Source: an optimization exercise on an open RTL-to-GDS flow (aim: small area, a short achievable clock period and few clock cycles per item). Production flows keep margins and buffers that such runs may drop.
The RTL was checked by simulation tests, not by an equivalence proof against the original design.

## flow/design.v (module list and top-level ports; edited modules follow where they fit)
// module mult_feeder: 36 lines
// module mult_tree: 1317 lines
// module mult_tree_post: 473 lines
// module mult_drain: 25 lines
// module mult_top: 43 lines
module mult_top #(
    parameter int OUT_DEPTH   = 4,
    parameter int OUT_CREDITS = 2
) (
    input  logic            clk,
    input  logic            arst_n,
    input  logic            op_valid,
    input  logic [63:0]     op,
    output logic            op_ready,
    output logic            res_valid,
    output logic [63:0]     res,
    input  logic            res_credit
);
  // ...
==> flow/flow/run.sh <==
#!/bin/bash
# The standard layout with three changes to the netlist it lays out:
#  1. after the standard synthesis, flow/polarity.py removes the inverters
#     that synthesis left around full-adder cells (a full adder is self-dual,
#     so flipping its polarity changes no function); registers are untouched.
#  2. the buffers that synthesis (abc) put in are taken out at floorplan, so
#     the placer's repair builds the fanout trees.
#  3. the port buffers are buf_4 cells rather than the delay cells
#     buffer_ports picks by default. Every port still gets its own buffer.
# Each step writes its full output to a log of its own here (synth.log,
# polarity.log, standard.log); each ORFS step also keeps its log under
# orfs/logs.
set -euo pipefail
export REMOVE_ABC_BUFFERS=1
export BUFFER_PORTS_ARGS="-buffer_cell sky130_fd_sc_hd__buf_4"
bash standard.sh synth > synth.log 2>&1
R=orfs/results/${FLOW_PLATFORM}/mult_top/base
python3 flow/polarity.py $R/1_2_yosys.v $R/1_2_yosys_pol.v > polarity.log 2>&1
cp $R/1_2_yosys.v $R/1_2_yosys_std.v
cp $R/1_2_yosys_pol.v $R/1_2_yosys.v
rm -f $R/1_synth.odb $R/1_synth.sdc
bash standard.sh finish > standard.log 2>&1
==> flow/flow/polarity.py <==
#!/usr/bin/env python3
"""Removes inverters around full adders in a mapped sky130 netlist.

A full adder is self-dual: fa(~a, ~b, ~c) = (~sum, ~cout). Synthesis often
leaves inverters on the inputs or outputs of sky130_fd_sc_hd__fa_* cells. This
script flips the polarity of a full adder whenever that removes more
inverters than it adds, and removes inverter pairs, until nothing improves.
The logic function of every net that leaves the changed region is unchanged.

usage: polarity.py IN.v OUT.v
"""
import re
import sys
from collections import defaultdict

src = open(sys.argv[1]).read()
m = re.search(r'^(module\s+\w+\s*\(.*?\);)', src, re.S | re.M)
head_end = m.end()
inst_re = re.compile(r'^  (sky130_fd_sc_hd__\w+)\s+(\S+)\s*\(\n(.*?)\n  \);\n', re.S | re.M)
insts = {}
order = []
first = None
last = None
for mm in inst_re.finditer(src):
    if first is None:
        first = mm.start()
    last = mm.end()
    typ, name, body = mm.group(1), mm.group(2), mm.group(3)
    pins = {}
    for pm in re.finditer(r'\.(\w+)\((.*?)\)(?:,|$)', body, re.M):
        pins[pm.group(1)] = pm.group(2)
    insts[name] = [typ, pins]
    order.append(name)
pre = src[:first]
post = src[last:]
assert 'assign' not in post and 'assign' not in pre, 'netlist has assigns'

OUTPINS = {'X', 'Y', 'Q', 'Q_N', 'SUM', 'COUT', 'HI', 'LO'}
ports = set()
for pm in re.finditer(r'^\s*(input|output|inout)\s+(\[\d+:\d+\]\s+)?(\S+);', pre, re.M):
    ports.add(pm.group(3))

def is_port(net):
    base = net.split('[')[0].strip()
    return base in ports or net.strip() in ports

def is_inv(t):
    return re.match(r'sky130_fd_sc_hd__(clk)?inv_\d+$', t) is not None

def is_fa(t):
    return re.match(r'sky130_fd_sc_hd__fa_\d+$', t) is not None

drv = {}
loads = defaultdict(set)   # net -> set of (inst, pin)
def rebuild():
    drv.clear(); loads.clear()
    for n, (t, pins) in insts.items():
        for p, net in pins.items():
            if p in OUTPINS:
                drv[net] = (n, p)
            else:
                loads[net].add((n, p))
rebuild()

newid = [0]
newwires = []
def new_net():
    newid[0] += 1
    w = f'_pol{newid[0]}_'
    newwires.append(w)
    return w

def add_inv(a):
    y = new_net()
    newid[0] += 1
    name = f'_polinv{newid[0]}_'
    insts[name] = ['sky130_fd_sc_hd__inv_1', {'A': a, 'Y': y}]
    order.append(name)
    drv[y] = (name, 'Y')
    loads[a].add((name, 'A'))
    return y

def remove_inst(n):
    t, pins = insts.pop(n)
    for p, net in pins.items():
        if p in OUTPINS:
            drv.pop(net, None)
        else:
            loads[net].discard((n, p))

def connect(n, p, net):
    old = insts[n][1][p]
    loads[old].discard((n, p))
    insts[n][1][p] = net
    loads[net].add((n, p))

def inv_src(net):
    """If net is driven by an inverter, the inverter's input net."""
    d = drv.get(net)
    if d and is_inv(insts[d[0]][0]):
        return insts[d[0]][1]['A']
    return None

def existing_inv_of(net):
    for (n, p) in loads[net]:
        if is_inv(insts[n][0]) and p == 'A':
            return insts[n][1]['Y']
    return None

def dead_cleanup(net):
    """Remove inverters whose outputs have no loads, recursively."""
    d = drv.get(net)
    if d and is_inv(insts[d[0]][0]) and not loads[net] and not is_port(net):
        a = insts[d[0]][1]['A']
        remove_inst(d[0])
        dead_cleanup(a)

def n_inv():
    return sum(1 for t, _ in insts.values() if is_inv(t))

def flip_gain(n):
    """Inverters saved by flipping fa n (positive is good)."""
    t, pins = insts[n]
    gain = 0
    for p in ('A', 'B', 'CIN'):
        net = pins[p]
        s = inv_src(net)
        if s is not None:
            # the inverter goes away if this is its only load
            if len(loads[net]) == 1 and not is_port(net):
                gain += 1
        else:
            if existing_inv_of(net) is None:
                gain -= 1
    for p in ('SUM', 'COUT'):
        net = pins[p]
        ls = loads[net]
        invl = [x for x in ls if is_inv(insts[x[0]][0]) and not is_port(insts[x[0]][1]['Y'])]
        other = len(ls) - len(invl)
        gain += len(invl)
        if other or is_port(net):
            gain -= 1
    return gain

def do_flip(n):
    t, pins = insts[n]
    for p in ('A', 'B', 'CIN'):
        net = pins[p]
        s = inv_src(net)
        if s is not None:
            connect(n, p, s)
            dead_cleanup(net)
        else:
            e = existing_inv_of(net)
            connect(n, p, e if e is not None else add_inv(net))
    for p in ('SUM', 'COUT'):
        net = pins[p]
        # the fa now drives a new net m with the inverted value
        m = new_net()
        drv.pop(net, None)
        insts[n][1][p] = m
        drv[m] = (n, p)
        for (i, ip) in list(loads[net]):
            if is_inv(insts[i][0]) and not is_port(insts[i][1]['Y']):
                y = insts[i][1]['Y']
                for (ln, lp) in list(loads[y]):
                    connect(ln, lp, m)
                remove_inst(i)
        if loads[net] or is_port(net):
            # the remaining loads want the old value: an inverter drives net
            newid[0] += 1
            name = f'_polinv{newid[0]}_'
            insts[name] = ['sky130_fd_sc_hd__inv_1', {'A': m, 'Y': net}]
            order.append(name)
            drv[net] = (name, 'Y')
            loads[m].add((name, 'A'))

def remove_double_inverters():
    removed = 0
    for n in list(insts):
        if n not in insts or not is_inv(insts[n][0]):
            continue
        a = insts[n][1]['A']
        y = insts[n][1]['Y']
        s = inv_src(a)
        if s is None or is_port(y):
            continue
        for (ln, lp) in list(loads[y]):
            connect(ln, lp, s)
        remove_inst(n)
        dead_cleanup(a)
        removed += 1
    return removed

before = n_inv()
changed = True
rounds = 0
while changed and rounds < 50:
    rounds += 1
    changed = False
    if remove_double_inverters():
        changed = True
    for n in list(insts):
        if n in insts and is_fa(insts[n][0]) and len({insts[n][1][p] for p in ('A', 'B', 'CIN')}) == 3 and flip_gain(n) > 0:
            b = n_inv()
            do_flip(n)
            if n_inv() >= b:
                raise RuntimeError(f'flip of {n} did not help')
            changed = True
after = n_inv()
print(f'inverters: {before} -> {after}', file=sys.stderr)

# write back
out = [pre.rstrip('\n') + '\n']
for w in newwires:
    out.append(f'  wire {w};\n')
for n in order:
    if n not in insts:
        continue
    t, pins = insts[n]
    body = ',\n'.join(f'    .{p}({net})' for p, net in pins.items())
    out.append(f'  {t} {n} (\n{body}\n  );\n')
out.append(post)
open(sys.argv[2], 'w').write(''.join(out))
==> flow/standard.sh <==
#!/bin/bash
# synth_recipe.tcl (not shown) runs the flow's synth.tcl, then flattens the netlist and writes it again
# the make line also repeats each setting of config.mk as NAME=value (left out here)
make -C /OpenROAD-flow-scripts/flow DESIGN_CONFIG=/design/flow/config.mk WORK_HOME=/design/flow/orfs CLKGATE_MAP_FILE= SYNTH_SCRIPT=/design/flow/synth_recipe.tcl "${@:-finish}"
==> flow/config.mk <==
export PLATFORM = sky130hd
export DESIGN_NAME = mult_top
export DESIGN_NICKNAME = mult_top
export VERILOG_FILES = /design/flow/design.v
export SDC_FILE = /design/flow/constraint.sdc
export NUM_CORES = 4
export LEC_CHECK = 0
export ABC_AREA = 1
export CAP_MARGIN = 20
export CORE_MARGIN = 2
export CORE_UTILIZATION = 55
export GPL_TIMING_DRIVEN = 0
export SETUP_SLACK_MARGIN = 0.6
export SLEW_MARGIN = 20
==> flow/constraint.sdc <==
create_clock -name core_clock -period 4.0 [get_ports {clk}]
set_input_delay 0.8000 -clock core_clock [delete_from_list [all_inputs] [get_ports {clk}]]
set_output_delay 0.8000 -clock core_clock [all_outputs]
set_load 0.01 [all_outputs]
==> summary.md, run 1 <==
Global routing consumed, over all layers together, 40.9% of the routing resources.

The final critical path takes up 86.3% of the cycle. The register with the most flip-flops in the layout has 233 of them. The kind of critical path is in -> reg.

The number of cells on the worst reg-to-reg path is 12. The total of endpoints with negative setup slack in the final report is 0. The detailed router finished its first iteration with 3369 violations.

The run finished with no timing, DRC or antenna violations. The clock tree cell share of total cell area is 3.08%. The flip-flop and latch area is 0.00669 mm². The share of final layout cell area taken by non-clock buffers works out to 10.7%.

The tools report the number of pins exceeding their max-slew limit in the final report as 0. The detailed-route via count came out at 28600. In the global route stage, met2 resource usage came out at 62.4%. For the worst setup path, the data arrival time is 3.89 ns.

Walking the worst path, the cells encountered are buf_16 -> nand2_2 -> nand2_2 -> o21ai_4 -> buf_12 -> o22ai_1 -> xor2_1 -> fa_1 -> fa_2 -> inv_1 -> fa_1 -> fa_1.

The total routed wirelength is 126 mm, and the area growth from synthesis to layout is 19.1%. The path category of the worst min-delay check is in -> async. Counting the clock-network buffers in the layout gives 47. The finished cells cover 0.0379 mm². Between clock sinks in the finished design, the worst skew comes to 0.0423 ns.
Testbench counts, summed over its fixed seeds: cycles 3,216, items 3,200.
==> inputs of run 2 (changes only) <==
--- a/flow/config.mk
+++ b/flow/config.mk
@@ -12,3 +12,3 @@
 export GPL_TIMING_DRIVEN = 0
-export SETUP_SLACK_MARGIN = 0.6
+export SETUP_SLACK_MARGIN = 0.4
 export SLEW_MARGIN = 20
==> run 2 against run 1 <==
- die area stayed put
- still clean
- critical path depth stayed put
- non-clock buffer count shrank 84
- first-iteration DRC count up 2.3%
- global-route usage decreased by 1.3 points
- via count is 2.9% lower
- maximum frequency fell by 3.6%
==> summary.md, run 2 <==
The run finished with no timing, DRC or antenna violations. The die area came out at 0.0598 mm². The initialized floorplan defines 88 standard-cell rows.

Routability congestion estimate from global placement: 0.963. The total routed wirelength was 119 mm (-5.3%). HPWL after detailed placement: 82.5 mm.

Met1 track demand over resource: 50.7%. The tools report the initial antenna violation count as 1. The cell family contributing the most delay on the critical path is adder cells. Hold timing on the final database bottoms out at a slack of 0.0346 ns. The routed design could run at a clock period as short as 3.58 ns. 0 antenna diodes ended up in the layout. The number of pins exceeding their max-slew limit in the final report was 0 (unchanged). The met2 usage was 60.6% (-1.8 points); the clock-pin transition on the worst setup and hold timing paths was 0.06 ns.

The total global routing overflow is 0. The busiest layer in global routing is met2. The source-to-sink clock delay at the later pin of the worst-skew pair is 0.59 ns. During I/O placement, the number of pins put on the boundary was 134.

For this run, the number of Yosys warnings is 2. The largest registers in the layout are u_drain.rows: 233 flops, u_drain.res: 64 flops, u_feeder.credits: 2 flops. Synthesis handed over a netlist of 3638 instances. For this run, the top clock speed supported by timing is 279 MHz. The run gives 5 as the iteration count of the initial detailed-routing pass. Among the stages of the critical path, the cell type that occurs most often is sky130_fd_sc_hd__fa_1.

The number of H-tree levels was 2; the minimum setup slack in the final design was 0.417 ns. The quantity of I/O buffers inserted on ports was 133. The vias per cell is 6.23. The longest clock path from root to sink contains 3 buffers. The layout has 4933 filler cells. From bottom edge to top edge, the die measures 245 µm. For the overall track demand over capacity in global routing, the log shows 39.6% (-1.3 points).

The pin count of the biggest net entering global routing is 61. The number of buffers and inverters on the critical path is 4. At the worst endpoint, the required time is 4.43 ns. At the placement stage, the worst setup path has a slack of -1.12 ns. The library cell used most frequently in the layout, excluding fill and tap cells, is sky130_fd_sc_hd__nand2_1.

The average wire per cell in the routed design was 26.8 µm. Summing every instance area after synthesis gives 0.0318 mm². The final net count was 4269.

TritonCTS created 36 clock buffers. The critical path goes through buf_8 -> nand2_1 -> nand2_8 -> buf_16 -> o22ai_1 -> xor2_1 -> ha_1 -> inv_1 -> fa_1 -> fa_1 -> inv_1 -> fa_1. Detailed-route via count: 27700 (-2.9%). After synthesis, the mean cell area works out to 8.75 µm². The run gives 4452 as the final cell count without fillers. The path class of the tightest hold or removal check is in -> async. The worst setup path is of the in -> reg kind.

From left edge to right edge, the die measures 245 µm. The top cell types in the final layout, fill and taps aside, are 596 x sky130_fd_sc_hd__nand2_1, 544 x sky130_fd_sc_hd__xor2_1, 489 x sky130_fd_sc_hd__o22ai_1. In this run the worst path has a maximum fanout of 19. The logs give 0 (unchanged) for the total of endpoints with negative setup slack in the final report and 55.4% for the effective utilization at floorplan.

The data arrival at the endpoint of the critical path came out at 4.01 ns (+0.12 ns). The area growth from synthesis to layout is 14.2%. The wire length of the first global-routing pass was 175 mm. Of the cells placed in the final design, the portion with a size suffix greater than 1 is 12.2%.

The post-route fraction of the period consumed by the critical path is 89.6% (+3.2 points). TritonCTS built the clock tree. The tools report the core region area as 0.0575 mm². The flip-flop count of the largest register, all copies and words added came out at 233 (unchanged). Headroom to the max-slew limit came out at 40.5%. The tool flagged a number of max-cap violations equal to 0. The initial DRC count was 3448 (+2.3%); the met3 routing resource usage after global routing was 11.4%. Category of the worst setup path launch point: an input pin.

The run gives 28700 as the via count of the first global-routing pass. The largest incremental delay on the critical path came out at 0.54 ns. The worst-margin pin slew was 0.893 ns. Final-report hold violation count: 0. The run gives 0.0418 ns (-0.000508 ns) as the worst clock skew.

The count of nets left with antenna violations once routing finished came out at 0. The logs give 0 for the number of remaining DRC errors and 301 for the CTS sink count. The tools report the capturing element type of the critical path as a flop. For this design, the slowest cell found on the critical path is sky130_fd_sc_hd__fa_1.

Counting flops per register, the top entry is u_drain.rows. The tools report the count of placed standard cells including taps as 4337. Setup repair after global routing could not meet its margin everywhere.

The library cell used as clock root buffer was sky130_fd_sc_hd__clkbuf_16.
==> run 2: worst register-to-register path, cell delays in order (launching register included) <==
cell and delay [ns]:
sky130_fd_sc_hd__dfxtp_1 0.33, sky130_fd_sc_hd__fa_1 0.63, sky130_fd_sc_hd__fa_1 0.54, sky130_fd_sc_hd__ha_1 0.43
sky130_fd_sc_hd__nand2_1 0.19, sky130_fd_sc_hd__inv_1 0.06, sky130_fd_sc_hd__nand2_1 0.06, sky130_fd_sc_hd__nand2_1 0.08
sky130_fd_sc_hd__a21oi_1 0.34, sky130_fd_sc_hd__nand3_2 0.22, sky130_fd_sc_hd__nand2_1 0.14, sky130_fd_sc_hd__nand3_1 0.07
sky130_fd_sc_hd__nand2_1 0.07, sky130_fd_sc_hd__nand2_1 0.07
==> run 2: per-layer routing <==
layer	share of wire [%]	routed length [µm]
met5	0.12	146
met2	44	51800
met4	6.2	7390
met1	38	44800
met3	13	14900
==> run 2: repair_timing <==
| action | 4_1_cts | 5_1_grt |
|---|---|---|
| hold buffers | 0 | 0 |
| resized for setup | 76 | 75 |
| endpoints found under the setup margin | 101 | 30 |
| cloned | 0 | 5 |
| setup buffers | 43 | 3 |
| pin swaps | 15 | 7 |
==> run 2: path summary, 6_finish.rpt <==
| kind | depth (start not counted) | start | endpoint | slack, ns |
|---|---|---|---|---|
| max | 12 | op[21] | u_drain.rows[224] | 0.42 |
| min | 1 | arst_n | u_feeder.rows_valid | 0.03 |
| max reg2reg | 13 | u_drain.rows[18] | u_drain.res[56] | 0.53 |
| min reg2reg | 1 | u_drain.rows[64] | u_drain.res[0] | 0.52 |
| max in group asynchronous | 1 | arst_n | u_feeder.credits[1] | 3.77 |
| min in group core_clock | 1 | op[5] | u_drain.rows[4] | 0.50 |
==> run 2: stage by stage <==
| step | setup TNS [ns] | util (%) | instance area (µm²) |
|---|---|---|---|
| after global placement | -466.74 | 56.8 | 32600 |
| final | 0 | 63.2 | 36300 |
| after floorplan | -30.88 | - | 30700 |
| after CTS | 0 | 62.5 | 35900 |
| after global routing | 0 | 63.2 | 36300 |
| after detailed placement | -61.75 | 59.3 | 34100 |
==> run 2: layout make-up <==
class                      instances  area [µm²]  area share [%]
clock inverter                    17         174           0.478
sequential                       301        6690            18.4
tap                              765         957            2.63
clock buffer                      47         995            2.74
inverter                         525        2100            5.77
multi-input combinational       2563       22400            61.8
timing repair buffer             234        2990            8.22
==> module mult_drain, before the edit <==
module mult_drain #(
    parameter int ROWS = 4
) (
    input  logic               clk,
    input  logic [ROWS*64-1:0] rows_d,
    input  logic               res_load,
    output logic [63:0]        res
);
    logic [ROWS*64-1:0] rows;
    logic [63:0]        x;
    logic [63:0]        y;
    always_ff @(posedge clk) begin
        rows <= rows_d;
    end
    mult_tree_post u_post (
        .rows (rows),
        .x    (x),
        .y    (y)
    );
    always_ff @(posedge clk) begin
        if (res_load) begin
            res <= x + y;
        end
    end
endmodule
==> inputs of run 3 (changes only) <==
--- a/flow/design.v
+++ b/flow/design.v
@@ -1842,5 +1842,8 @@
 );
+    localparam int N = 64;
+    localparam int LG = 6;
     logic [ROWS*64-1:0] rows;
-    logic [63:0]        x;
-    logic [63:0]        y;
+    logic [N-1:0]       x;
+    logic [N-1:0]       y;
+    logic [N-1:0]       sum;
     always_ff @(posedge clk) begin
@@ -1853,5 +1856,22 @@
     );
+    logic [N-1:0] g [LG+1];
+    logic [N-1:0] p [LG+1];
+    assign g[0] = x & y;
+    assign p[0] = x ^ y;
+    for (genvar l = 0; l < LG; l++) begin : g_level
+        for (genvar i = 0; i < N; i++) begin : g_bit
+            if ((i >> l) % 2 == 1) begin : g_join
+                localparam int J = ((i >> l) << l) - 1;
+                assign g[l+1][i] = g[l][i] | (p[l][i] & g[l][J]);
+                assign p[l+1][i] = p[l][i] & p[l][J];
+            end else begin : g_pass
+                assign g[l+1][i] = g[l][i];
+                assign p[l+1][i] = p[l][i];
+            end
+        end
+    end
+    assign sum = p[0] ^ {g[LG][N-2:0], 1'b0};
     always_ff @(posedge clk) begin
         if (res_load) begin
-            res <= x + y;
+            res <= sum;
         end
==> run 3 against run 2 <==
- final cell count down 15%
- register-to-register slack worse by 0.08 ns
- still clean on timing, DRC and antenna
- non-clock buffer count down 29
- maximum frequency down 0.58%
- first-iteration DRC count down 16%
- sequential cell count unchanged
- clock-buffer cell count up 8
- utilization down 0.35 points
==> summary.md, run 3 <==
The data arrival at the endpoint of the critical path was 4.03 ns (+0.02 ns); the number of primary I/O pins was 134 (unchanged). The logs give 55.3% (-0.072 points) for the effective utilization at floorplan and 0 (unchanged) for the number of remaining DRC errors. The path category of the worst min-delay check is in -> async.

Gate count after technology mapping: 3069 (-16%). The die area was 0.0558 mm² (-6.8%); the source-to-sink clock delay at the later pin of the worst-skew pair was 0.57 ns (-0.02 ns). The logs give 4415 (-11%) for the total of fill cells in the finished design and 0.903 (-6.2%) for the routability congestion estimate from global placement.

The highest attainable clock frequency was 277 MHz (-0.58%). More flip-flops sit in one register than any other, and that register is u_drain.rows. The run gives 0.0337 mm² (-7.3%) as the post-route cell area. The largest registers in the layout are u_drain.rows: 233 flops, u_drain.res: 64 flops, u_feeder.credits: 2 flops. The run gives 2 (unchanged) as the number of H-tree levels. The count of max-cap constraint violations came out at 0 (unchanged).

Relative to the synthesized area, the layout overhead comes to 13.7%. The HPWL after detailed placement is 64.4 mm (-22%), and the initial antenna violation count is 0 (-1). The critical path in this run is classified as in -> reg.

The vias per cell is 6.39 (+2.6%), and the post-route fraction of the period consumed by the critical path is 90.1% (+0.52 points). The total routed wirelength is 101 mm (-16%). The initial DRC count came out at 2905 (-16%).

The run gives 38.1% (-2.4 points) as the relative slew slack. Biggest fanout along the worst timing path: 32 (+13). The number of warnings issued by yosys was 4 (+2); the fraction of layout instances using a drive strength above 1 was 13.5% (+1.3 points). The tools report the number of CTS-inserted buffers as 37 (+2.8%).

Setup repair after global routing could not meet its margin everywhere. The run finished with no timing, DRC or antenna violations. The run gives 0.0536 mm² (-6.7%) as the core region area. The via count of the first global-routing pass is 25400 (-11%).

The tools report the hold buffer count at cts as 0 (unchanged). The quantity of I/O buffers inserted on ports was 133 (unchanged). The average instance area after synthesis was 9.66 µm² (+10%). The pin count of the biggest net entering global routing came out at 42 (-31%). The number of pins exceeding their max-slew limit in the final report was 0 (unchanged).

The logs give 3 (unchanged) for the maximum root-to-sink buffer count and 0 ns (unchanged) for the aggregate negative setup slack. For the post-synthesis instance area, the log shows 0.0296 mm² (-6.9%). The horizontal die dimension is 236 µm (-3.4%). The logs give 0 (unchanged) for the total of endpoints with negative setup slack in the final report and 0 (unchanged) for the final-report hold violation count.

The clock-pin transition on the worst setup and hold timing paths is 0.06 ns (about the same). The worst clock skew is 0.0306 ns (-0.0112 ns). The average wire per cell in the routed design works out to 26.6 µm (-0.72%). The run gives 0 (unchanged) as the count of nets left with antenna violations after detail routing. The flip-flop count of the largest register, all copies and words added is 233 (unchanged). Leaving out fill and tap cells, the most frequent cell in the layout is sky130_fd_sc_hd__xor2_1. The library cell used as clock root buffer is sky130_fd_sc_hd__clkbuf_16.

The worst-margin pin slew is 0.928 ns (+0.0348 ns), and the detailed-route via count is 24200 (-13%). Row count: 85 (-3.4%). In the layout the commonest cells are 528 x sky130_fd_sc_hd__xor2_1, 495 x sky130_fd_sc_hd__o22ai_1, 431 x sky130_fd_sc_hd__fa_1. Y dimension of the die: 236 µm (-3.4%).

The worst setup path is launched from an input pin. The run gives 35.8% (-3.8 points) as the overall track demand over capacity in global routing. Capturing element type of the critical path: a flop. Antenna diode count: 0 (unchanged). The tools report the wire length of the first global-routing pass as 150 mm (-14%). Instance area at placement: 0.0315 mm² (-7.6%).

The tools report the CTS sink count as 301 (unchanged). TritonCTS built the clock tree. The time the final worst path needs with I/O delays and setup came out at 3.60 ns (+0.0208 ns). The iteration count of the initial detailed-routing pass was 6 (+1).

The logs give 0 (unchanged) for the total global routing overflow and 4.43 ns (about the same) for the data required time of the worst path. The final net count was 3675 (-14%).
-- run 3: changes by cell type in the layout (fill, tap and decap cells not counted), sizes merged, moves of 9 or more --
cell / previous run / this run
nand2: 639 / 337
a21oi: 59 / 76
nor2: 148 / 92
buf: 229 / 202
xor2: 544 / 528
inv: 526 / 322
nand3: 61 / 52
nand4: 14 / 0
-- run 3: metal layers --
| metal | global-route usage [%] | up-vias | wire length [µm] |
|---|---|---|---|
| met1 | 45.7 | 11900 | 37500 |
| met5 | 0 | - | 0 |
| li1 | - | 10100 | - |
| met3 | 10.3 | 479 | 12400 |
| met4 | 18.6 | 0 | 5960 |
| met2 | 55.6 | 1705 | 44700 |
-- run 3: path summary, 6_finish.rpt --
kind	start	end	slack [ns]	cells after the start
worst max-delay path	op[61]	u_drain.rows[222]	0.40	8
worst min-delay path	arst_n	u_feeder.rows_valid	0.04	1
worst max register to register	u_drain.rows[22]	u_drain.res[49]	0.45	12
worst min register to register	u_drain.rows[1]	u_drain.res[1]	0.52	1
max in group asynchronous	arst_n	u_feeder.credits[1]	3.77	1
min in group core_clock	op[3]	u_drain.rows[2]	0.45	1
-- run 3: through the flow --
step	utilization (%)	setup WS [ns]	hold slack [ns]	cells
2_1_floorplan	-	-0.745	0.496	2814
3_3_place_gp	56.6	-3.31	0.503	3643
3_5_place_dp	58.7	-1.44	0.508	3679
4_1_cts	62.3	0.398	0.0153	3778
5_1_grt	62.9	0.364	0.0218	3786
6_report	62.9	0.396	0.0420	3786
-- run 3: cell type report --
type | count | area, µm² | share of cell area [%]
multi-input combinational | 2189 | 21100 | 62.5
sequential | 301 | 6690 | 19.8
timing repair buffer | 205 | 2430 | 7.21
inverter | 328 | 1370 | 4.07
clock buffer | 55 | 1140 | 3.37
tap | 696 | 871 | 2.58
clock inverter | 12 | 128 | 0.379
-- run 3: what timing repair did --
item,in CTS,in global routing
resized for setup,91,72
setup buffers,30,3
cloned,2,5
endpoints found under the hold margin,0,0
endpoints found under the setup margin,162,62
pin swaps,21,10
-- run 3: critical path, cell delays in order --
cell and delay [ns]:
sky130_fd_sc_hd__buf_4 0.11, sky130_fd_sc_hd__inv_2 0.59, sky130_fd_sc_hd__o22ai_1 0.24, sky130_fd_sc_hd__xor2_1 0.25
sky130_fd_sc_hd__fa_1 0.48, sky130_fd_sc_hd__fa_1 0.51, sky130_fd_sc_hd__fa_1 0.55, sky130_fd_sc_hd__fa_1 0.46
Testbench counts of run 3, summed over its fixed seeds: cycles 3,216, items 3,200.
==> inputs of run 4 (changes only) <==
--- a/flow/config.mk
+++ b/flow/config.mk
@@ -10,4 +10,5 @@
 export CORE_MARGIN = 2
-export CORE_UTILIZATION = 55
+export CORE_UTILIZATION = 65
 export GPL_TIMING_DRIVEN = 0
+export PLACE_DENSITY = 0.72
 export SETUP_SLACK_MARGIN = 0.4
==> run 4 against run 3 <==
- still clean
- utilization is 11 points higher
- clock-buffer cell count down 3
- die area shrank 15%
- worst setup slack better by 0.017 ns
- register-to-register slack better by 0.07 ns
- sequential cell count stayed put
- wire length fell by 2.9%
- clock skew up 0.0082 ns
==> summary.md, run 4 <==
The tools report the pre-CTS setup slack as -1.20 ns (+0.245 ns). The run finished with no timing, DRC or antenna violations. The y dimension of the die is 218 µm (-7.9%), and the pin count of the biggest net entering global routing is 41 (-2.4%). The run gives 134 (unchanged) as the number of primary I/O pins. The register with the most flip-flops in the final layout is u_drain.rows. The hold buffer count at cts was 0 (unchanged); the row count was 78 (-8.2%). The post-route fraction of the period consumed by the critical path was 89.7% (-0.43 points).

The worst-margin pin slew was 0.985 ns (+0.0571 ns). The number of remaining DRC errors is 0 (unchanged). Wire length of the first global-routing pass: 147 mm (-2.0%). The horizontal die dimension was 218 µm (-7.9%). The library cells used most frequently in the layout, excluding fill and tap cells, are 526 x sky130_fd_sc_hd__xor2_1, 493 x sky130_fd_sc_hd__o22ai_1, 431 x sky130_fd_sc_hd__fa_1.

The logs give 0 (unchanged) for the total of endpoints with negative setup slack in the final report and 73.7% (+11 points) for the utilization after layout. The total global routing overflow was 0 (unchanged); the initial DRC count was 3773 (+30%). The run gives 3121 (-29%) as the total of fill cells in the finished design. The time the final worst path needs with I/O delays and setup came out at 3.59 ns (-0.0171 ns). The routability congestion estimate from global placement was 0.924 (+2.3%). The CTS sink count is 301 (unchanged).

The average wire per cell in the routed design is 26.6 µm (about the same), and the flip-flop count of the largest register, all copies and words added is 233 (unchanged). The data required time of the worst path is 4.43 ns (about the same). The count of nets left with antenna violations after detail routing was 0 (unchanged). The source-to-sink clock delay at the later pin of the worst-skew pair is 0.58 ns (about the same).

The area growth from synthesis to layout works out to 12.3%. For the relative slew slack, the log shows 34.3% (-3.8 points). The detailed-route via count was 25000 (+3.4%); the iteration count of the initial detailed-routing pass was 9 (+3).

The path class of the tightest hold or removal check is in -> async. The die area was 0.0473 mm² (-15%); the fraction of layout instances using a drive strength above 1 was 13.2% (-0.30 points). The worst hold slack after final layout is 0.0317 ns (-0.0103 ns), and the final-report hold violation count is 0 (unchanged).

The tools report the count of max-cap constraint violations as 0 (unchanged). The tools report the library cell used as clock root buffer as sky130_fd_sc_hd__clkbuf_16. The final net count was 3661 (-0.38%).

Area used by multi-input combinational logic: 0.0211 mm² (+0.26%). The via count of the first global-routing pass was 26300 (+3.3%). The largest registers in the layout are u_drain.rows: 233 flops, u_drain.res: 64 flops, u_feeder.credits: 2 flops. The run gives 61.3 mm (-4.8%) as the HPWL after detailed placement. For the maximum root-to-sink buffer count, the log shows 3 (unchanged).

The worst setup path is launched from an input pin. Setup repair after global routing could not meet its margin everywhere. The data arrival at the endpoint of the critical path was 4.01 ns (-0.02 ns); the core region area was 0.0452 mm² (-16%). The tools report the gate count after technology mapping as 3069 (unchanged). Effective utilization at floorplan: 65.6% (+10 points). The run gives 0.00669 mm² (unchanged) as the flip-flop and latch area.

TritonCTS built the clock tree. The clock-pin transition on the worst setup and hold timing paths was 0.06 ns (about the same); the aggregate negative setup slack was 0 ns (unchanged). The post-synthesis instance area is 0.0296 mm² (unchanged).

The number of warnings issued by yosys was 4 (unchanged). Most frequent standard cell in the layout excluding fill and tap cells: sky130_fd_sc_hd__xor2_1. The quantity of I/O buffers inserted on ports was 133 (unchanged). The tools report the number of H-tree levels as 2 (unchanged). Capturing element type of the critical path: a flop.

The vias per cell was 6.81 (+6.5%); the number of pins exceeding their max-slew limit in the final report was 0 (unchanged). The total routed wirelength is 97.7 mm (-2.9%), and the number of CTS-inserted buffers is 36 (-2.7%). The logs give 0 (unchanged) for the antenna diode count and 0.0388 ns (+0.00818 ns) for the worst clock skew. The run gives 0.413 ns (+0.0171 ns) as the minimum setup slack in the final design. The average instance area after synthesis was 9.66 µm² (unchanged). For the overall track demand over capacity in global routing, the log shows 41.1% (+5.2 points).

The biggest fanout along the worst timing path is 32 (unchanged). The kind of critical path is in -> reg. The run gives 2 (+2) as the initial antenna violation count. For the highest attainable clock frequency, the log shows 279 MHz (+0.48%).
[run 4: final cells by class]
class | instances | share of cell area (%)
well taps | 600 | 2.26
multi-input cells | 2189 | 63.5
repair buffers | 192 | 6.35
clock inverters | 14 | 0.432
clock buffers | 52 | 3.23
inverters | 328 | 4.12
flip-flops and latches | 301 | 20.1
[run 4: worst paths after layout]
| check | from | to | slack, ns | cells past startpoint |
|---|---|---|---|---|
| worst max-delay path | op[49] | u_drain.rows[226] | 0.41 | 9 |
| worst min-delay path | arst_n | u_feeder.rows_valid | 0.03 | 1 |
| worst max register to register | u_drain.rows[22] | u_drain.res[33] | 0.52 | 13 |
| worst min register to register | u_drain.rows[1] | u_drain.res[1] | 0.54 | 1 |
| max in group asynchronous | arst_n | u_feeder.credits[1] | 3.77 | 1 |
| min in group core_clock | op[3] | u_drain.rows[2] | 0.45 | 1 |
[run 4: timing repair]
action,CTS,global route
setup buffers,29,6
gates resized for setup,86,79
pin swaps,19,14
cloned,1,4
hold endpoints to repair,0,0
endpoints found under the setup margin,153,74
[run 4: per-layer routing]
metal  global-route usage, %  vias up  wire, µm
met1                    52.1    12100     34100
met5                       0        -        24
met4                    24.5        4      6660
met3                    12.9      664     14500
li1                        -    10100         -
met2                    61.9     2222     42300
[run 4: worst max-delay path: stages]
cell,delay (ns)
sky130_fd_sc_hd__buf_4,0.12
sky130_fd_sc_hd__inv_2,0.60
sky130_fd_sc_hd__o22ai_1,0.21
sky130_fd_sc_hd__xor2_1,0.21
sky130_fd_sc_hd__fa_1,0.54
sky130_fd_sc_hd__fa_1,0.50
sky130_fd_sc_hd__fa_1,0.54
sky130_fd_sc_hd__inv_1,0.05
sky130_fd_sc_hd__fa_1,0.43
[run 4: stage by stage]
step | std cells | instance area, µm²
after global placement | 3547 | 30200
after global routing | 3676 | 33300
final | 3676 | 33300
after CTS | 3666 | 32900
after floorplan | 2814 | 28500
after detailed placement | 3570 | 31000
==> inputs of run 5 (changes only) <==
--- a/flow/config.mk
+++ b/flow/config.mk
@@ -13,3 +13,3 @@
 export PLACE_DENSITY = 0.72
-export SETUP_SLACK_MARGIN = 0.4
+export SETUP_SLACK_MARGIN = 0.5
 export SLEW_MARGIN = 20
==> run 5 against run 4 <==
- maximum frequency is 1.7% higher
- final cell count is 0.90% higher
- via count grew 1.6%
- first-iteration DRC count increased by 6.9%
- worst setup slack better by 0.059 ns
- synthesized area is the same
- global-route usage rose by 0.48 points
- clock-buffer cell count unchanged
- critical endpoint is now u_drain.rows[214]
- largest cell class unchanged
==> summary.md, run 5 <==
Average instance area after synthesis: 9.66 µm² (unchanged). For the number of H-tree levels, the log shows 2 (unchanged). Setup repair after global routing could not meet its margin everywhere. For the total global routing overflow, the log shows 0 (unchanged). The wire length of the first global-routing pass came out at 149 mm (+1.1%). The quantity of I/O buffers inserted on ports was 133 (unchanged). The average wire per cell in the routed design was 27.2 µm (+2.4%).

The run gives 0.0361 ns (+0.00440 ns) as the worst hold slack after final layout. The data arrival at the endpoint of the critical path is 3.95 ns (-0.06 ns). The worst setup path is launched from an input pin. The fraction of layout instances using a drive strength above 1 is 14.8% (+1.6 points), and the data required time of the worst path is 4.42 ns (about the same). The tools report the capturing element type of the critical path as a flop.

The time the final worst path needs with I/O delays and setup is 3.53 ns (-0.0592 ns). The core region area is 0.0452 mm² (unchanged). The run gives 78 (unchanged) as the row count.

The total of fill cells in the finished design is 2996 (-4.0%). The iteration count of the initial detailed-routing pass was 10 (+1). The post-route fraction of the period consumed by the critical path came out at 88.2% (-1.5 points). The gate count after technology mapping is 3069 (unchanged), and the biggest fanout along the worst timing path is 21 (-34%). Counting flops per register, the top entry is u_drain.rows.

Pin count of the biggest net entering global routing: 41 (unchanged). For the die area, the log shows 0.0473 mm² (unchanged). The count of max-cap constraint violations is 0 (unchanged). The final-report hold violation count was 0 (unchanged); the number of CTS-inserted buffers was 36 (unchanged).

Highest attainable clock frequency: 283 MHz (+1.7%). The overall track demand over capacity in global routing was 41.6% (+0.48 points). The number of primary I/O pins is 134 (unchanged).

The relative slew slack was 37.3% (+3.0 points); the aggregate negative setup slack was 0 ns (unchanged). The HPWL after detailed placement came out at 61.3 mm (unchanged). The run gives 65.6% (unchanged) as the effective utilization at floorplan. The tools report the number of warnings issued by yosys as 4 (unchanged).

The count of nets left with antenna violations after detail routing was 0 (unchanged). The run gives 0 (unchanged) as the total of endpoints with negative setup slack in the final report. TritonCTS built the clock tree. For the instance area at placement, the log shows 0.0310 mm² (unchanged).

The CTS sink count is 301 (unchanged). The cell sitting at the root of the clock tree is a sky130_fd_sc_hd__clkbuf_16. The maximum root-to-sink buffer count is 3 (unchanged), and the worst-margin pin slew is 0.941 ns (-0.0440 ns). The run gives 1 (-1) as the initial antenna violation count. The run gives 0.58 ns (about the same) as the source-to-sink clock delay at the later pin of the worst-skew pair.

The tools report the antenna diode count as 0 (unchanged). For the post-route cell area, the log shows 0.0340 mm² (+2.1%). The horizontal die dimension came out at 218 µm (unchanged).

The tools report the via count of the first global-routing pass as 26500 (+0.65%). For the worst clock skew, the log shows 0.0365 ns (-0.00232 ns). In this run the worst hold path is classified as in -> async. The top cell types in the final layout, fill and taps aside, are 526 x sky130_fd_sc_hd__xor2_1, 490 x sky130_fd_sc_hd__o22ai_1, 430 x sky130_fd_sc_hd__fa_1. Most frequent standard cell in the layout excluding fill and tap cells: sky130_fd_sc_hd__xor2_1. Kind of critical path: in -> reg. The run gives 0 (unchanged) as the number of remaining DRC errors. The y dimension of the die was 218 µm (unchanged); the detailed-route via count was 25400 (+1.6%).

In the final layout, the registers with the most flip-flops are u_drain.rows: 233 flops, u_drain.res: 64 flops, u_feeder.credits: 2 flops. The routability congestion estimate from global placement is 0.924 (unchanged). The total routed wirelength is 101 mm (+3.3%).

The area growth from synthesis to layout is 14.6%. The flow ran to the end and the layout has no timing, DRC or antenna violations. The number of pins exceeding their max-slew limit in the final report is 0 (unchanged), and the final net count is 3694 (+0.90%). The post-synthesis instance area was 0.0296 mm² (unchanged). Vias per cell: 6.86 (+0.67%). The flip-flop count of the largest register, all copies and words added works out to 233 (unchanged). The clock-pin transition on the worst setup and hold timing paths was 0.06 ns (about the same); the initial DRC count was 4034 (+6.9%).
[run 5: worst max-delay path, cell delays in order]
cell,delay [ns]
sky130_fd_sc_hd__buf_16,0.19
sky130_fd_sc_hd__inv_16,0.12
sky130_fd_sc_hd__nand2_1,0.17
sky130_fd_sc_hd__o21ai_4,0.08
sky130_fd_sc_hd__buf_12,0.15
sky130_fd_sc_hd__buf_4,0.16
sky130_fd_sc_hd__buf_16,0.16
sky130_fd_sc_hd__o22ai_1,0.20
sky130_fd_sc_hd__xor2_1,0.21
sky130_fd_sc_hd__fa_1,0.46
sky130_fd_sc_hd__fa_1,0.55
sky130_fd_sc_hd__inv_1,0.09
sky130_fd_sc_hd__fa_1,0.51
[run 5: what timing repair did]
item                       CTS  global route
gates cloned                 5            13
pin swaps                   21            32
resized for setup          124           126
setup endpoints to repair  163            73
hold buffers                 0             0
buffers inserted            30            25
[run 5: layout make-up]
class                      instances  area [µm²]  share of cell area, %
multi-input combinational       2191       21300                   62.6
tap                              600         751                   2.21
sequential                       301        6690                   19.7
clock inverter                    14         144                  0.423
clock buffer                      52        1070                   3.16
timing repair buffer             221        2540                   7.48
inverter                         328        1480                   4.35
timing repair inverter             2        22.5                 0.0663
[run 5: metal layers]
metal / vias up / part of all wire [%] / GRT usage [%]
met1: 12300 / 34 / 52.2
met5: - / 0.013 / 0
met3: 705 / 16 / 13.8
li1: 10100 / - / -
met4: 2 / 7.3 / 25.5
met2: 2341 / 43 / 62.3
[run 5: per-stage QoR]
step | instances | util [%] | worst slack [ns]
after floorplan | 2814 | - | -0.745
after global placement | 3547 | 66.9 | -3.09
after detailed placement | 3570 | 68.7 | -1.20
after CTS | 3671 | 73.3 | 0.494
after global routing | 3709 | 75.2 | 0.435
final | 3709 | 75.2 | 0.472
[run 5: final timing paths]
path,from,endpoint,slack (ns),cells past startpoint
max in group asynchronous,arst_n,u_feeder.credits[1],3.77,1
min in group core_clock,op[5],u_drain.rows[4],0.50,1
worst max-delay path,op[9],u_drain.rows[214],0.47,13
worst min register to register,u_drain.rows[1],u_drain.res[1],0.53,1
worst min-delay path,arst_n,u_feeder.rows_valid,0.04,1
worst max register to register,u_drain.rows[23],u_drain.res[33],0.58,14
==> inputs of run 6 (changes only) <==
--- a/flow/config.mk
+++ b/flow/config.mk
@@ -10,5 +10,4 @@
 export CORE_MARGIN = 2
-export CORE_UTILIZATION = 65
+export CORE_UTILIZATION = 55
 export GPL_TIMING_DRIVEN = 0
-export PLACE_DENSITY = 0.72
 export SETUP_SLACK_MARGIN = 0.5
==> run 6 against run 5 <==
- still clean on timing, DRC and antenna
- utilization down 11 points
- register-to-register slack better by 0.04 ns
- non-clock buffer count unchanged
- worst setup slack better by 0.011 ns
- maximum frequency is 0.32% higher
- sequential cell count unchanged
- critical path type unchanged
==> summary.md, run 6 <==
The average wire per cell in the routed design is 26.8 µm (-1.4%), and the antenna diode count is 0 (unchanged). u_drain.rows holds more flip-flops than any other register. The effective utilization at floorplan is 55.3% (-10 points), and the total routed wirelength is 102 mm (+1.1%). Iteration count of the initial detailed-routing pass: 8 (-2). For the data required time of the worst path, the log shows 4.42 ns (about the same). Setup repair after global routing could not meet its margin everywhere.

The post-route fraction of the period consumed by the critical path was 87.9% (-0.29 points). The biggest fanout along the worst timing path is 19 (-9.5%). TritonCTS built the clock tree. The data arrival at the endpoint of the critical path is 3.94 ns (about the same). The flow ran to the end and the layout has no timing, DRC or antenna violations. The tools report the source-to-sink clock delay at the later pin of the worst-skew pair as 0.57 ns (about the same). The buffer and inverter count on the worst path works out to 4 (-2). The HPWL after detailed placement was 64.4 mm (+5.0%); the via count of the first global-routing pass was 25600 (-3.2%). The quantity of I/O buffers inserted on ports came out at 133 (unchanged).

The worst setup path is of the in -> reg kind. The kind of cell adding the most delay to the critical path was adder cells. The final cell count without fillers is 3803 (+2.5%), and the clock-pin transition on the worst setup and hold timing paths is 0.05 ns (about the same). The final-report hold violation count came out at 0 (unchanged).

In this run the critical register-to-register path is launched from u_drain.rows[30]. The count of nets left with antenna violations after detail routing is 0 (unchanged). The signal on the critical path passes through buf_12 -> clkinv_16 -> o21ai_4 -> clkbuf_16 -> o22ai_1 -> xor2_1 -> fa_1 -> fa_1 -> fa_1 -> inv_1 -> fa_1. The time the final worst path needs with I/O delays and setup was 3.52 ns (-0.0114 ns).

The detailed-route via count is 24300 (-4.3%). In the final layout, the registers with the most flip-flops are u_drain.rows: 233 flops, u_drain.res: 64 flops, u_feeder.credits: 2 flops. The critical register-to-register path endpoint is u_drain.res[52].

The largest incremental delay on the critical path came out at 0.54 ns (about the same). The vias per cell is 6.40 (-6.6%), and the worst-margin pin slew is 0.891 ns (-0.0494 ns). The run gives 0.0536 mm² (+19%) as the core region area. The cell depth of the worst flop-to-flop path is 14 (unchanged). CTS placed an instance of sky130_fd_sc_hd__clkbuf_16 at the clock tree root. Leaving out fill and tap cells, the most frequent cell in the layout is sky130_fd_sc_hd__xor2_1. The count of max-cap constraint violations came out at 0 (unchanged).

The gate count after technology mapping is 3069 (unchanged), and the relative slew slack is 40.5% (+3.2 points). The initial DRC count was 2873 (-29%); the total of endpoints with negative setup slack in the final report was 0 (unchanged). In this design, the critical path's most frequently occurring cell is sky130_fd_sc_hd__fa_1. Worst clock skew: 0.0293 ns (-0.00724 ns). The area growth from synthesis to layout is 15.4%.

The flip-flop and latch area was 0.00669 mm² (unchanged); the wire length of the first global-routing pass was 152 mm (+1.8%). Number of H-tree levels: 2 (unchanged). The horizontal die dimension works out to 236 µm (+8.6%). The CTS sink count was 301 (unchanged). The category of the worst setup path launch point is an input pin.

The average instance area after synthesis is 9.66 µm² (unchanged), and the row count is 85 (+9.0%). Highest attainable clock frequency: 284 MHz (+0.32%). The flip-flop count of the largest register, all copies and words added is 233 (unchanged). The number of primary I/O pins was 134 (unchanged); the pin count of the biggest net entering global routing was 42 (+2.4%). The area used by multi-input combinational logic came out at 0.0212 mm² (-0.37%). The logs give 0.903 (-2.2%) for the routability congestion estimate from global placement and 3692 (-0.054%) for the final net count. The slowest stage of the critical path belongs to the cell sky130_fd_sc_hd__fa_1. The overall track demand over capacity in global routing is 36.2% (-5.4 points), and the utilization after layout is 63.8% (-11 points). Number of warnings issued by yosys: 4 (unchanged).

The logs give 0 (unchanged) for the total global routing overflow and 0 (-1) for the initial antenna violation count. The count of placed standard cells including taps is 3679 (+3.1%), and the number of CTS-inserted buffers is 37 (+2.8%). The run gives 0 (unchanged) as the number of remaining DRC errors. The run gives 4362 (+46%) as the total of fill cells in the finished design. The post-synthesis instance area is 0.0296 mm² (unchanged). Fraction of layout instances using a drive strength above 1: 14.6% (-0.18 points). Y dimension of the die: 236 µm (+8.6%). Leaving out fill and tap cells, the most frequent cells in the layout are 528 x sky130_fd_sc_hd__xor2_1, 494 x sky130_fd_sc_hd__o22ai_1, 427 x sky130_fd_sc_hd__fa_1.

The number of pins exceeding their max-slew limit in the final report was 0 (unchanged); the maximum root-to-sink buffer count was 3 (unchanged). For the minimum setup slack among reg-to-reg paths, the log shows 0.62 ns (+0.04 ns). The tightest min-delay check is of the in -> async type.

For the die area, the log shows 0.0558 mm² (+18%). The capturing element type of the critical path was a flop.
[run 6: cell types whose count changed in the layout (fill, tap and decap cells not counted), sizes merged]
cell | previous run | this run
clkinvlp | 4 | 2
nand2 | 339 | 337
buf | 209 | 212
clkinv | 10 | 13
inv | 328 | 324
[run 6: routing by layer]
metal | up-vias | global-route usage, % | part of all wire, %
met3 | 436 | 10.5 | 12
met2 | 1695 | 55.6 | 45
met1 | 12100 | 46.5 | 37
met4 | 0 | 19.4 | 5.6
li1 | 10100 | - | -
met5 | - | 0 | 0
[run 6: final cells by class]
type,instances,area share (%)
clock buffer,55,3.32
clock inverter,12,0.373
inverter,328,4.26
multi-input combinational,2189,62.0
sequential,301,19.6
tap,696,2.55
timing repair buffer,221,7.89
timing repair inverter,1,0.0329
[run 6: how the worst max path moves through the flow]
stage	start	to	slack, ns	depth (start not counted)
6_report	op[17]	u_drain.rows[227]	0.48	11
5_1_grt	u_drain.rows[7]	u_drain.res[33]	0.48	14
4_1_cts	op[0]	u_drain.rows[222]	0.46	9
3_5_place_dp	op[29]	u_drain.rows[222]	-1.44	10
3_3_place_gp	op[9]	u_drain.rows[222]	-3.31	10
2_1_floorplan	op[9]	u_drain.rows[224]	-0.75	9
[run 6: metrics by stage]
stage | hold slack [ns] | setup slack (ns) | area [µm²] | TNS, ns
6_report | 0.0421 | 0.483 | 34200 | 0
4_1_cts | 0.0153 | 0.463 | 33600 | 0
3_3_place_gp | 0.503 | -3.31 | 30400 | -472.89
5_1_grt | 0.0218 | 0.482 | 34200 | 0
2_1_floorplan | 0.496 | -0.745 | 28500 | -31.76
3_5_place_dp | 0.508 | -1.44 | 31500 | -112.48
[run 6: repair_timing]
item,4_1_cts,5_1_grt
endpoints found under the setup margin,167,64
gates resized for setup,137,81
pin swaps,24,17
gates cloned,6,7
setup buffers,30,14
hold buffers,0,0
==> inputs of run 7 (changes only) <==
--- a/flow/config.mk
+++ b/flow/config.mk
@@ -12,3 +12,3 @@
 export GPL_TIMING_DRIVEN = 0
-export SETUP_SLACK_MARGIN = 0.5
+export SETUP_SLACK_MARGIN = 0.65
 export SLEW_MARGIN = 20
==> run 7 against run 6 <==
- die area is the same
- clock skew fell by 0.00095 ns
- worst setup slack better by 0.15 ns
- highest routed layer unchanged
- still clean on timing, DRC and antenna
==> summary.md, run 7 <==
The worst-margin pin slew is 0.903 ns (+0.0117 ns), and the initial antenna violation count is 0 (unchanged). The buffer and inverter count on the worst path was 3 (-1); the effective utilization at floorplan was 55.3% (unchanged). Library cell used as clock root buffer: sky130_fd_sc_hd__clkbuf_16. The data required time of the worst path came out at 4.43 ns (about the same). The tools report the count of nets left with antenna violations after detail routing as 0 (unchanged). The number of H-tree levels is 2 (unchanged), and the pre-CTS setup slack is -1.44 ns (unchanged).

The cell depth of the worst flop-to-flop path is 12 (-2), and the average wire per cell in the routed design is 27.5 µm (+2.7%). Utilization after layout: 66.5% (+2.8 points). The tools report the die area as 0.0558 mm² (unchanged). The tools report the routability congestion estimate from global placement as 0.903 (unchanged). The vias per cell works out to 6.47 (+0.99%). The critical path starts at op[57]. The minimum setup slack in the final design is 0.630 ns (+0.146 ns). The critical register-to-register path endpoint is u_drain.res[33].

The maximum root-to-sink buffer count is 3 (unchanged). The most frequent standard cell in the layout excluding fill and tap cells was sky130_fd_sc_hd__xor2_1. The category of the worst setup path launch point was an input pin. In the final layout, the registers with the most flip-flops are u_drain.rows: 233 flops, u_drain.res: 64 flops, u_feeder.credits: 2 flops.

The via count of the first global-routing pass came out at 25800 (+0.79%). The highest attainable clock frequency is 297 MHz (+4.3%), and the biggest fanout along the worst timing path is 32 (+13). The average instance area after synthesis is 9.66 µm² (unchanged).

The horizontal die dimension came out at 236 µm (unchanged). The total routed wirelength came out at 107 mm (+4.8%). Setup repair after global routing could not meet its margin everywhere. The number of pins exceeding their max-slew limit in the final report is 0 (unchanged). The run finished with no timing, DRC or antenna violations. The worst clock skew was 0.0283 ns (-0.000953 ns); the largest incremental delay on the critical path was 0.55 ns (about the same).

The data arrival at the endpoint of the critical path was 3.80 ns (-0.14 ns). Flip-flop and latch area: 0.00669 mm² (about the same). u_drain.rows holds more flip-flops than any other register. The fraction of layout instances using a drive strength above 1 was 18.7% (+4.1 points). The count of max-cap constraint violations is 0 (unchanged).

Hold buffer count at cts: 0 (unchanged). The library cells used most frequently in the layout, excluding fill and tap cells, are 525 x sky130_fd_sc_hd__xor2_1, 484 x sky130_fd_sc_hd__o22ai_1, 419 x sky130_fd_sc_hd__fa_1. The tools report the post-route cell area as 0.0357 mm² (+4.3%). From synthesis to final layout, the design area changed by 20.3%. The minimum setup slack among reg-to-reg paths was 0.72 ns (+0.10 ns); the iteration count of the initial detailed-routing pass was 6 (-2).

The number of remaining DRC errors was 0 (unchanged). TritonCTS built the clock tree. The instance area at placement was 0.0315 mm² (unchanged). Kind of cell adding the most delay to the critical path: adder cells. The number of primary I/O pins is 134 (unchanged). On the critical path, the stage with the largest delay is an instance of sky130_fd_sc_hd__fa_1. The flip-flop count of the largest register, all copies and words added was 233 (unchanged); the time the final worst path needs with I/O delays and setup was 3.37 ns (-0.146 ns). End point of the critical path: u_drain.rows[222]. Number of CTS-inserted buffers: 37 (unchanged). The busiest layer in global routing was met2.

The wire length of the first global-routing pass was 155 mm (+2.0%). Detailed-route via count: 25100 (+3.1%). The quantity of I/O buffers inserted on ports was 133 (unchanged).

The tools report the capturing element type of the critical path as a flop. The run gives 0 (unchanged) as the total of endpoints with negative setup slack in the final report. The final-report hold violation count came out at 0 (unchanged). The run gives 37.1% (+0.86 points) as the overall track demand over capacity in global routing. The gate count after technology mapping is 3069 (unchanged).

The tools report the area used by multi-input combinational logic as 0.0218 mm² (+2.8%). The core region area is 0.0536 mm² (unchanged). The logs give 0 (unchanged) for the antenna diode count and 0 ns (unchanged) for the aggregate negative setup slack. The total global routing overflow was 0 (unchanged); the post-route fraction of the period consumed by the critical path was 84.3% (-3.7 points). The number of warnings issued by yosys is 4 (unchanged). The initial DRC count came out at 3523 (+23%). For the HPWL after detailed placement, the log shows 64.4 mm (unchanged). The startpoint of the worst register-to-register path is u_drain.rows[152]. The clock-pin transition on the worst setup and hold timing paths is 0.06 ns (about the same). The count of cell instances traversed by the critical path came out at 9 (-2).

The source-to-sink clock delay at the later pin of the worst-skew pair is 0.56 ns (about the same). The pin count of the biggest net entering global routing is 42 (unchanged). The post-synthesis instance area was 0.0296 mm² (unchanged); the met1 track demand over resource was 47.7% (+1.3 points). For the final net count, the log shows 3772 (+2.2%). Met3 routing resource usage after global routing: 11.2% (+0.68 points). The most numerous cell type found on the critical path is sky130_fd_sc_hd__fa_1. The y dimension of the die is 236 µm (unchanged). The logs give 39.7% (-0.78 points) for the relative slew slack and 85 (unchanged) for the row count. The kind of critical path is in -> reg.

The tools report the CTS sink count as 301 (unchanged). The worst hold path belongs to the class in -> async. Total of fill cells in the finished design: 4188 (-4.0%). The tools report the met2 usage as 56.8% (+1.2 points). Traced cell by cell, the critical path runs through buf_4 -> inv_4 -> o22ai_1 -> xor2_1 -> fa_1 -> inv_1 -> fa_1 -> fa_1 -> fa_1.
run 7: how the worst min path moves through the flow:
stage,startpoint,to,slack [ns],cells past startpoint
finish,arst_n,u_feeder.rows_valid,0.04,1
global route,arst_n,u_feeder.rows_valid,0.02,1
CTS,arst_n,u_feeder.rows_valid,0.02,1
detailed placement,u_drain.rows[1],u_drain.res[1],0.51,1
global placement,u_drain.rows[64],u_drain.res[0],0.50,1
floorplan,arst_n,u_feeder.credits[0],0.50,0
run 7: final cells by class:
class / count / area share [%]
repair buffers: 294 / 9.65
multi-input cells: 2193 / 61.1
clock inverters: 12 / 0.358
clock buffers: 55 / 3.18
inverters: 328 / 4.42
flip-flops and latches: 301 / 18.8
well taps: 696 / 2.44
repair inverters: 4 / 0.112
run 7: per-stage QoR:
step,instances,hold slack (ns)
detailed placement,3679,0.508
global route,3883,0.0218
floorplan,2814,0.496
finish,3883,0.0430
CTS,3805,0.0153
global placement,3643,0.503
run 7: layer usage:
metal | wire [µm] | vias up | part of all wire (%)
li1 | - | 10300 | -
met1 | 39100 | 12300 | 37
met2 | 47000 | 1932 | 44
met3 | 14000 | 544 | 13
met4 | 6810 | 0 | 6.4
met5 | 0 | - | 0
run 7: timing repair:
action,4_1_cts,5_1_grt
setup endpoints to repair,185,82
resized for setup,201,156
gates cloned,13,15
pin swaps,36,51
setup buffers,46,63
==> inputs of run 8 (changes only) <==
--- a/flow/flow/run.sh
+++ b/flow/flow/run.sh
@@ -7,3 +7,3 @@
 #     the placer's repair builds the fanout trees.
-#  3. the port buffers are buf_4 cells rather than the delay cells
+#  3. the port buffers are buf_2 cells rather than the delay cells
 #     buffer_ports picks by default. Every port still gets its own buffer.
@@ -14,3 +14,3 @@
 export REMOVE_ABC_BUFFERS=1
-export BUFFER_PORTS_ARGS="-buffer_cell sky130_fd_sc_hd__buf_4"
+export BUFFER_PORTS_ARGS="-buffer_cell sky130_fd_sc_hd__buf_2"
 bash standard.sh synth > synth.log 2>&1
--- a/flow/config.mk
+++ b/flow/config.mk
@@ -12,3 +12,3 @@
 export GPL_TIMING_DRIVEN = 0
-export SETUP_SLACK_MARGIN = 0.65
+export SETUP_SLACK_MARGIN = 0.45
 export SLEW_MARGIN = 20
==> run 8 against run 7 <==
- sequential share of layout area is 1.1 points higher
- worst setup slack lost 0.16 ns
- sequential cell count is the same
- maximum frequency fell by 4.6%
- critical endpoint unchanged
==> summary.md, run 8 <==
For the pre-CTS setup slack, the log shows -1.77 ns (-0.324 ns). The data arrival at the endpoint of the critical path is 3.97 ns (+0.17 ns).

Y dimension of the die: 236 µm (unchanged). The count of max-cap constraint violations is 0 (unchanged). The fraction of layout instances using a drive strength above 1 is 14.0% (-4.7 points), and the total of fill cells in the finished design is 4418 (+5.5%). The logs give 152 mm (-2.1%) for the wire length of the first global-routing pass and 0 (unchanged) for the total global routing overflow. In this run the worst setup path terminates at u_drain.rows[222]. The run finished with no timing, DRC or antenna violations. The row count is 85 (unchanged), and the post-route cell area is 0.0337 mm² (-5.4%). Clock tree synthesis selected as its root buffer the cell sky130_fd_sc_hd__clkbuf_16. The highest attainable clock frequency is 283 MHz (-4.6%). In the final layout, the registers with the most flip-flops are u_drain.rows: 233 flops, u_drain.res: 64 flops, u_feeder.credits: 2 flops. The final-report hold violation count was 0 (unchanged); the gate count after technology mapping was 3069 (unchanged). The path category of the worst min-delay check is in -> async. More flip-flops sit in one register than any other, and that register is u_drain.rows. For the minimum setup slack in the final design, the log shows 0.468 ns (-0.162 ns).

Vias per cell: 6.41 (-0.92%). The clock-pin transition on the worst setup and hold timing paths is 0.06 ns (about the same). TritonCTS built the clock tree. The worst clock skew came out at 0.0452 ns (+0.0169 ns). The via count of the first global-routing pass is 25900 (+0.14%). The die area is 0.0558 mm² (unchanged). For the overall track demand over capacity in global routing, the log shows 35.9% (-1.2 points). The tools report the count of nets left with antenna violations after detail routing as 0 (unchanged).

The minimum setup slack among reg-to-reg paths was 0.59 ns (-0.13 ns); the routability congestion estimate from global placement was 0.906 (+0.37%). The quantity of I/O buffers inserted on ports was 133 (unchanged); the instance area at placement was 0.0312 mm² (-0.84%). The number of H-tree levels came out at 2 (unchanged).

Final net count: 3691 (-2.1%). The tools report the initial DRC count as 2868 (-19%). In this run the critical register-to-register path is launched from u_drain.rows[22]. The relative slew slack is 38.5% (-1.2 points). The logs give 0 (unchanged) for the antenna diode count and 134 (unchanged) for the number of primary I/O pins. The flip-flop and latch area came out at 0.00669 mm² (about the same).

The logs give 0.0211 mm² (-2.9%) for the area used by multi-input combinational logic and 0 (unchanged) for the total of endpoints with negative setup slack in the final report. The count of placed standard cells including taps is 3682 (+0.082%), and the core region area is 0.0536 mm² (unchanged). The run gives 4 (unchanged) as the number of warnings issued by yosys.

The worst-margin pin slew was 0.921 ns (+0.0180 ns). The setup path with the least slack is of type in -> reg.

The maximum root-to-sink buffer count came out at 3 (unchanged). The tools report the total routed wirelength as 100 mm (-6.1%). Tracing the worst setup path back leads to its startpoint at op[5]. The number of CTS-inserted buffers is 37 (unchanged), and the post-route fraction of the period consumed by the critical path is 88.3% (+4.0 points). The tools report the initial antenna violation count as 1 (+1). The biggest fanout along the worst timing path is 21 (-34%). The pin count of the biggest net entering global routing is 42 (unchanged). The number of pins exceeding their max-slew limit in the final report was 0 (unchanged); the aggregate negative setup slack was 0 ns (unchanged). The effective utilization at floorplan is 55.3% (unchanged). Horizontal die dimension: 236 µm (unchanged). Compared with the post-synthesis result, the final layout area differs by 13.8%. Data required time of the worst path: 4.44 ns (about the same).

The tools report the number of remaining DRC errors as 0 (unchanged). The run gives 3802 (-2.1%) as the final cell count without fillers. The worst setup path is launched from an input pin. Critical register-to-register path endpoint: u_drain.res[50].

The average instance area after synthesis is 9.66 µm² (unchanged). The time the final worst path needs with I/O delays and setup works out to 3.53 ns (+0.162 ns). The top cell types in the final layout, fill and taps aside, are 528 x sky130_fd_sc_hd__xor2_1, 495 x sky130_fd_sc_hd__o22ai_1, 429 x sky130_fd_sc_hd__fa_1. The average wire per cell in the routed design came out at 26.4 µm (-4.1%). The run gives 6 (unchanged) as the iteration count of the initial detailed-routing pass.

Setup repair after global routing could not meet its margin everywhere. The library cell used most frequently in the layout, excluding fill and tap cells, is sky130_fd_sc_hd__xor2_1. HPWL after detailed placement: 65.0 mm (+0.91%). The source-to-sink clock delay at the later pin of the worst-skew pair was 0.58 ns (+0.02 ns). The tools report the detailed-route via count as 24400 (-3.0%). Capturing element type of the critical path: a flop. The run gives 0.0296 mm² (unchanged) as the post-synthesis instance area. Cell depth of the worst flop-to-flop path: 14 (+2). Flip-flop count of the largest register, all copies and words added: 233 (unchanged). The CTS sink count was 301 (unchanged).
-- run 8: area by class of cell --
| class | instances | share of cell area [%] |
|---|---|---|
| flip-flops and latches | 301 | 19.8 |
| clock buffers | 53 | 3.17 |
| clock inverters | 14 | 0.367 |
| well taps | 696 | 2.58 |
| multi-input cells | 2190 | 62.7 |
| inverters | 328 | 4.19 |
| repair buffers | 220 | 7.15 |
-- run 8: worst min-delay path by stage --
stage | from | to | slack, ns | depth (start not counted)
floorplan | arst_n | u_feeder.credits[0] | 0.50 | 0
CTS | arst_n | u_feeder.rows_valid | 0.03 | 1
detailed placement | u_drain.rows[1] | u_drain.res[1] | 0.52 | 1
global placement | u_drain.rows[64] | u_drain.res[0] | 0.50 | 1
global route | arst_n | u_feeder.rows_valid | 0.04 | 1
finish | arst_n | u_feeder.rows_valid | 0.05 | 1
-- run 8: through the flow --
step                util [%]  hold WS, ns
finish                  62.9       0.0504
global route            62.9       0.0378
CTS                     61.9       0.0291
detailed placement      58.2        0.518
global placement        56.0        0.503
floorplan                  -        0.496
-- run 8: metal layers --
metal,wire length [µm],vias up,GRT usage (%)
met2,44900,1627,56.5
li1,-,10100,-
met5,13,-,0
met1,37700,12100,46.2
met3,11900,464,8.86
met4,5860,2,18.2
-- run 8: worst max-delay path, stage by stage --
cell	delay [ns]
sky130_fd_sc_hd__buf_16	0.16
sky130_fd_sc_hd__nor2_4	0.18
sky130_fd_sc_hd__inv_1	0.12
sky130_fd_sc_hd__nand2_4	0.17
sky130_fd_sc_hd__buf_12	0.18
sky130_fd_sc_hd__o22ai_1	0.11
sky130_fd_sc_hd__xor2_1	0.19
sky130_fd_sc_hd__fa_1	0.52
sky130_fd_sc_hd__inv_1	0.05
sky130_fd_sc_hd__fa_1	0.48
sky130_fd_sc_hd__fa_1	0.53
sky130_fd_sc_hd__fa_1	0.44
-- run 8: repair_timing --
action,4_1_cts,5_1_grt
gates cloned,4,7
resized for setup,122,89
pin swaps,23,16
setup endpoints to repair,199,62
setup buffers,29,13
hold buffers,0,0

[port drivers added, routing unchanged]
Ports are ideal in the flow. The routed layouts listed here were re-timed in OpenROAD. Step 1, drivers: a clkbuf_16 drives clk and a buf_2 each remaining input, both assumed. Step 2 adds t to the input delays and takes it off the output delays; t is the mean of the earliest and latest rising clock arrival at the registers after step 1. Input paths then give back, and output paths get back, about the clock's delay inside the block. Slacks: ideal ports / drivers / drivers and shift; pairs: ideal ports / drivers.
run | shift t [ns] | setup slack, ns | worst hold slack (ns) | worst setup path at the end | worst slew at a driven data input, ns
run 1 | 0.640 | 0.546 / 0.404 / -0.236 | 0.033 / -0.007 / 0.525 | input to register | 0.23
run 2 | 0.639 | 0.417 / 0.381 / -0.258 | 0.035 / -0.009 / 0.525 | input to register | 0.16
run 3 | 0.617 | 0.396 / 0.328 / -0.289 | 0.042 / 0.005 / 0.524 | input to register | 0.24
run 4 | 0.625 | 0.413 / 0.377 / -0.248 | 0.032 / -0.002 / 0.535 | input to register | 0.23
run 5 | 0.622 | 0.472 / 0.323 / -0.299 | 0.036 / 0.000 / 0.532 | input to register | 0.22
run 6 | 0.617 | 0.483 / 0.407 / -0.209 | 0.042 / 0.004 / 0.524 | input to register | 0.22
run 7 | 0.617 | 0.630 / 0.507 / -0.111 | 0.043 / 0.003 / 0.524 | input to register | 0.22
run 8 | 0.625 | 0.468 / 0.344 / -0.281 | 0.050 / 0.006 / 0.533 | input to register | 0.25
Met with ideal ports but missed after step 2: setup timing in every run listed. The setup slack of run 1, which loses most, moves by -0.142 ns with the drivers and by -0.782 ns with both steps.
